What follows belongs to an exercise in optimizing a design on an open flow for small area; a production flow would make more cautious choices. The RTL was checked by simulation tests, not by an equivalence proof against the original design. No activity file was given, so power comes from the tool's default toggle rates.

==> run B <==
## dev_top
module dev_top (
    input  logic                       clk_60m,
    input  logic                       rst_n,
    input  logic                       upc_cfg_uart_rx,
    output logic                       upc_cfg_uart_tx,
    input  logic [dev_pkg::byte_w-1:0] upconvert_cfg_data,
    input  logic                       upconvert_cfg_data_valid,
    output logic [dev_pkg::byte_w-1:0] upconvert_rd_data,
    output logic                       upconvert_rd_data_valid,
    input  logic                       pc_lcuart_rx,
    output logic                       pc_lcuart_tx,
    input  logic                       pc_lctx_en,
    input  logic [dev_pkg::byte_w-1:0] pc_lctx_data,
    output logic [dev_pkg::byte_w-1:0] pc_lcrx_data,
    output logic                       pc_lcrx_data_valid,
    input  logic                       pc_rmuart_rx,
    output logic                       pc_rmuart_tx,
    input  logic                       pc_rmtx_en,
    input  logic [dev_pkg::byte_w-1:0] pc_rmtx_data,
    output logic [dev_pkg::byte_w-1:0] pc_rmrx_data,
    output logic                       pc_rmrx_data_valid,
    input  logic                       pwr_uart_rx,
    output logic [dev_pkg::meas_w-1:0] pwr_voltage,
    output logic [dev_pkg::meas_w-1:0] pwr_current,
    output logic [dev_pkg::meas_w-1:0] pwr_power,
    output logic                       pwr_valid
);
==> flow/config.mk <==
export PLATFORM = sky130hd
export DESIGN_NAME = dev_top
export DESIGN_NICKNAME = dev_top
export VERILOG_FILES = /design/flow/design.v
export SDC_FILE = /design/flow/constraint.sdc
export NUM_CORES = 4
export LEC_CHECK = 0
export CAP_MARGIN = 20
export CORE_MARGIN = 2
export CORE_UTILIZATION = 40
export SLEW_MARGIN = 20
==> flow/constraint.sdc <==
create_clock -name core_clock -period 10.0 [get_ports {clk_60m}]
set_input_delay 2.0000 -clock core_clock [delete_from_list [all_inputs] [get_ports {clk_60m}]]
set_output_delay 2.0000 -clock core_clock [all_outputs]
set_load 0.01 [all_outputs]
run.sh (not shown) runs the stock make flow with config.mk's settings and CLKGATE_MAP_FILE= SYNTH_SCRIPT=/design/flow/synth_recipe.tcl, a recipe that flattens the netlist after the stock synthesis.
==> inputs of run R, as changes to run B <==
--- a/flow/design.v
+++ b/flow/design.v
@@ -38,41 +38,40 @@
     localparam int cw = (BAUD_DIV > 127) ? 8 : 7;
     localparam logic [cw-1:0] c_first = (cw == 8) ? cw'(dev_pkg::lfsr8_half) : cw'(dev_pkg::lfsr7_half);
     localparam logic [cw-1:0] c_next  = (cw == 8) ? cw'(dev_pkg::lfsr8_full) : cw'(dev_pkg::lfsr7_full);
     localparam logic [cw-1:0] c_mask  = (cw == 8) ? cw'(dev_pkg::lfsr8_mask) : cw'(dev_pkg::lfsr7_mask);
     logic [2:0]                 rx_ff;       
-    logic                       busy;
+    logic                       busy;        
     logic [cw-1:0]              cnt;
-    logic [3:0]                 bit_idx;     
+    logic [3:0]                 bit_idx;
     logic [dev_pkg::byte_w-1:0] shift_reg;   
     logic                       par_acc;     
     logic start_edge, mid_pt, fb;
     assign start_edge = rx_ff[2] & ~rx_ff[1];    
+    assign busy       = bit_idx <= 4'(last_bit);
     assign mid_pt     = busy && ((cnt & c_mask) == (cw'(1) & c_mask));
     assign fb         = (cw == 8) ? (cnt[cw-1] ^ cnt[5] ^ cnt[4] ^ cnt[3]) : (cnt[cw-1] ^ cnt[cw-2]);
     assign stream_data  = shift_reg;
-    assign stream_valid = !busy && bit_idx == 4'(last_bit + 1) && !(CHECK_FILTER && par_acc);
+    assign stream_valid = bit_idx == 4'(last_bit + 1) && !(CHECK_FILTER && par_acc);
     assign bit_stb      = mid_pt && bit_idx != 4'd0 && bit_idx <= 4'(dev_pkg::byte_w);
     assign stop_stb     = mid_pt && bit_idx == 4'(last_bit);
     assign line_bit     = rx_ff[1];
     always_ff @(posedge clk_sys) begin
         if (!rst_n) rx_ff <= 3'b111;             
         else        rx_ff <= {rx_ff[1:0], rx};
         if (!rst_n) begin
-            busy <= 1'b0;
+            bit_idx <= 4'd15;
         end else if (!busy) begin
-            busy <= start_edge;
+            bit_idx <= start_edge ? 4'd0 : 4'd15;
         end else if (mid_pt) begin
-            if (bit_idx == 4'd0 && rx_ff[1]) busy <= 1'b0;      
-            if (bit_idx == 4'(last_bit))     busy <= 1'b0;      
+            if (bit_idx == 4'd0 && rx_ff[1]) bit_idx <= 4'd15;      
+            else                             bit_idx <= bit_idx + 4'd1;
         end
-        if (!busy || !rst_n) begin
-            bit_idx <= '0;
+        if (!busy) begin
             par_acc <= 1'b0;
-        end else if (mid_pt) begin
-            bit_idx <= bit_idx + 4'd1;
-            if (bit_idx != 4'd0 && bit_idx != 4'(last_bit)) par_acc <= par_acc ^ rx_ff[1];
+        end else if (mid_pt && bit_idx != 4'd0 && bit_idx != 4'(last_bit)) begin
+            par_acc <= par_acc ^ rx_ff[1];
         end
         if (!busy)       cnt <= c_first;
         else if (mid_pt) cnt <= c_next;
         else             cnt <= {cnt[cw-2:0], fb};
         if (bit_stb) shift_reg <= {rx_ff[1], shift_reg[dev_pkg::byte_w-1:1]};
@@ -95,10 +94,11 @@
     localparam logic [cw-1:0] c_mask = (cw == 8) ? cw'(dev_pkg::lfsr8_mask) : cw'(dev_pkg::lfsr7_mask);
     logic [dev_pkg::byte_w-1:0] q_mem [4];
     logic [1:0]                 rd_ptr;          
     logic [1:0]                 fill;            
     logic                       busy;            
+    localparam logic [3:0] idle_idx = 4'd11;
     logic [cw-1:0]              cnt;
     logic [3:0]                 bit_idx;
     logic                       par;             
     logic baud_wrap, last_bit, push, pop, fb, cur_bit;
     logic [1:0] wr_ptr, cur_ptr;
@@ -107,31 +107,27 @@
     assign last_bit  = bit_idx == last_idx;
     assign push      = tx_en && !(busy && fill == 2'd3);
     assign pop       = (fill != 2'd0) && (!busy || (baud_wrap && last_bit));
     assign wr_ptr    = rd_ptr + fill;
     assign cur_ptr   = rd_ptr - 2'd1;
+    assign busy      = bit_idx != idle_idx;
     always_comb begin
         if (!bit_idx[3])     cur_bit = q_mem[cur_ptr][bit_idx[2:0]];
         else if (bit_idx[2]) cur_bit = 1'b0;                             
         else if (bit_idx[0] || !CHECK_EN) cur_bit = 1'b1;                
         else                 cur_bit = par;                              
     end
-    assign tx = !busy || cur_bit;
+    assign tx = cur_bit;                         
     always_ff @(posedge clk_sys) begin
-        if (!rst_n) begin
-            fill <= '0;
-            busy <= 1'b0;
-        end else begin
-            fill <= fill + 2'(push) - 2'(pop);
-            if (pop) busy <= 1'b1;
-            else if (baud_wrap && last_bit) busy <= 1'b0;
-        end
+        if (!rst_n) fill <= '0;
+        else        fill <= fill + 2'(push) - 2'(pop);
         if (pop) rd_ptr <= rd_ptr + 2'd1;
         if (!busy || baud_wrap) cnt <= c_load;
         else                    cnt <= {cnt[cw-2:0], fb};
-        if (!busy || (baud_wrap && last_bit)) bit_idx <= 4'd15;
-        else if (baud_wrap)                   bit_idx <= bit_idx + 4'd1;
+        if (!rst_n)                                bit_idx <= idle_idx;
+        else if (!busy || (baud_wrap && last_bit)) bit_idx <= pop ? 4'd15 : idle_idx;
+        else if (baud_wrap)                        bit_idx <= bit_idx + 4'd1;
         if (bit_idx == 4'd15)                  par <= 1'b0;
         else if (baud_wrap && !bit_idx[3])     par <= par ^ cur_bit;
         if (push) q_mem[wr_ptr] <= tx_data;
     end
 endmodule
@@ -158,40 +154,36 @@
     logic [dev_pkg::pwr_word_cnt*ww-1:0] words;  
     logic                       frame_ok;
     for (genvar k = 0; k < dev_pkg::pwr_word_cnt; k++) begin : g_words
         assign words[k*ww +: ww] = {payload[16*k +: 8], payload[16*k+8 +: 8]};
     end
+    logic out_ld, out_hold;
+    assign pwr_valid = pos == 4'd14;
+    assign out_ld    = rst_n & frame_ok;
+    assign out_hold  = rst_n & ~frame_ok;
     assign frame_ok = stream_valid && pos == 4'd13 && stream_data == sum && !frame_err;
     always_ff @(posedge clk_sys) begin
         if (bit_stb) payload <= {stream_data[0], payload[nb-1:1]};
         if (stop_stb) frame_err <= ~line_bit | (frame_err && pos != 4'd0);
         if (pos == 4'd0)                       sum <= '0;
         else if (stream_valid && pos != 4'd13) sum <= sum + stream_data;
         if (!rst_n) begin
             pos <= '0;
+        end else if (pos >= 4'd14) begin
+            pos <= '0;
         end else if (stream_valid) begin
             if (pos == 4'd0) begin
                 if (stream_data == dev_pkg::pwr_header) pos <= 4'd1;
-            end else if (pos >= 4'd13) begin
-                pos <= '0;
+            end else if (pos == 4'd13) begin
+                pos <= frame_ok ? 4'd14 : 4'd0;
             end else begin
                 pos <= pos + 4'd1;
             end
         end
-        if (!rst_n) begin
-            pwr_valid   <= 1'b0;
-            pwr_voltage <= '0;
-            pwr_current <= '0;
-            pwr_power   <= '0;
-        end else begin
-            pwr_valid <= frame_ok;
-            if (frame_ok) begin
-                pwr_voltage <= {words[3*ww +: ww], words[0*ww +: ww]};
-                pwr_current <= {words[4*ww +: ww], words[1*ww +: ww]};
-                pwr_power   <= {words[5*ww +: ww], words[2*ww +: ww]};
-            end
-        end
+        pwr_voltage <= ({32{out_ld}} & {words[3*ww +: ww], words[0*ww +: ww]}) | ({32{out_hold}} & pwr_voltage);
+        pwr_current <= ({32{out_ld}} & {words[4*ww +: ww], words[1*ww +: ww]}) | ({32{out_hold}} & pwr_current);
+        pwr_power   <= ({32{out_ld}} & {words[5*ww +: ww], words[2*ww +: ww]}) | ({32{out_hold}} & pwr_power);
     end
 endmodule
 `timescale 1ns/1ps
 module dev_top (
     input  logic                       clk_60m,
==> flow/flow/run.sh (new file) <==
#!/bin/bash
# The standard layout (standard.sh) with these changes:
#  - synthesis is synth_recipe.tcl as given, except that yosys's extract_fa step is skipped
#    (adders are left to ABC instead of fixed half/full adder cells) and ABC maps the logic
#    with an area-oriented script (flow/area.abc) in place of ORFS's; the registers are the
#    standard synthesis's, ABC only maps the logic between them
#  - ports are buffered with sky130_fd_sc_hd__buf_1 instead of the cell buffer_ports picks
#    by itself (a 10 um2 delay buffer)
#  - the clock tree uses clkbuf_8 clusters of up to 18 registers and no dummy loads
# make's output goes to standard.log, ORFS's per-step logs to orfs/logs/
set -euo pipefail
W=$(pwd)
cat > "$W/synth_area.tcl" <<EOF
# synth_recipe.tcl with ABC's script replaced by flow/area.abc and extract_fa skipped
proc abc {args} {
  set i [lsearch -exact \$args -script]
  if {\$i >= 0} { set args [lreplace \$args [expr {\$i + 1}] [expr {\$i + 1}] {$W/flow/area.abc}] }
  yosys abc {*}\$args
}
proc extract_fa {args} { }
source {$W/synth_recipe.tcl}
EOF
sed "s|SYNTH_SCRIPT=[^ ]*|SYNTH_SCRIPT=$W/synth_area.tcl|" standard.sh > standard_area.sh
grep -q "SYNTH_SCRIPT=$W/synth_area.tcl" standard_area.sh
export BUFFER_PORTS_ARGS="-buffer_cell sky130_fd_sc_hd__buf_1"
export CTS_ARGS="-sink_clustering_enable -repair_clock_nets -dont_use_dummy_load -buf_list sky130_fd_sc_hd__clkbuf_8 -sink_clustering_size 18 -sink_clustering_max_diameter 70"
bash standard_area.sh > standard.log 2>&1
==> flow/flow/area.abc (new file) <==
strash
balance
rewrite
refactor
balance
rewrite
rewrite -z
balance
refactor -z
rewrite -z
balance
dch -f
&get -n
&nf -R 1000 -p -F 8 -A 4 -C 32
&put
topo
dnsize -c
==> flow/standard.sh (new file) <==
#!/bin/bash
# synth_recipe.tcl (not shown) runs the flow's synth.tcl, then flattens the netlist and writes it again
# the make line also repeats each setting of config.mk as NAME=value (left out here)
make -C /OpenROAD-flow-scripts/flow DESIGN_CONFIG=/design/flow/config.mk WORK_HOME=/design/flow/orfs CLKGATE_MAP_FILE= SYNTH_SCRIPT=/design/flow/synth_recipe.tcl "${@:-finish}"
- ABC_AREA: not set -> 1
- CORE_UTILIZATION: 40 -> 80
removed: flow/run.sh
==> qor summary <==
Outcome: run B timing/DRC/antenna clean; run R timing/DRC/antenna clean
Power dissipated by switching net loads: run B 0.00106 W; run R 0.000771 W
Fraction of layout cells with a size suffix above 1: run B 8.56%; run R 3.83%
Gr usage total: run B 14.6%; run R 28.8%
Overall die height: run B 209 um; run R 142 um
Worst reg-to-reg path cell count: run B 7; run R 5
Delay of the slowest cell on the worst path: run B 860 ps; run R 670 ps
Avg Inst Size Synth: run B 12.8 sq um; run R 14.1 sq um
Most repeated cell in the gate-level netlist after synthesis: run B nand2_1; run R edfxtp_1
Minimum hold slack: run B 404 ps; run R 403 ps
Multi-input gate share of the layout cell area: run B 24.9%; run R 24.6%
Worst supply voltage drop on vdd: run B 0.121 mV; run R 0.197 mV
Number of nets in the layout: run B 1,551; run R 1,316
Pin count of the biggest net entering global routing: run B 111; run R 97
Non-clock inverter instance count of the final layout: run B 36; run R 25
Post-route standard cell area excluding fillers: run B 20,400 sq um; run R 16,600 sq um
Adder-cell area share of the yosys netlist: run B 3.03%; run R 0%
Parity-gate share of the synthesized area counting xor and xnor cells: run B 2.77%; run R 2.35%
Clock network power share: run B 38.0%; run R 23.1%
Die outline width: run B 209 um; run R 142 um

## static timing again, ports no longer ideal
In the flow no input, the clock included, has a driving cell. The finished layouts below were timed again as built, in two steps. Step 1 sets driving cells, clkbuf_16 on the clock port and buf_2 on the other inputs (assumed; they add their load-dependent delay and slew). Step 2 moves the port delays by t, midway between the first and last clock arrival at a register: inputs arrive t later, outputs are due t later. That takes back most of the time a late clock gives input paths. a / b / c = ideal / step 1 / step 2; a / b = the first two.
run	t, ns	setup WS [ns]	hold WS [ns]	worst register clock-pin slew, ns
run B	0.610	4.775 / 4.724 / 5.334	0.404 / 0.404 / 0.404	0.06 / 0.06
run R	0.595	4.745 / 4.702 / 5.297	0.403 / 0.403 / 0.403	0.11 / 0.11
After both steps setup and hold are still met in every run listed.
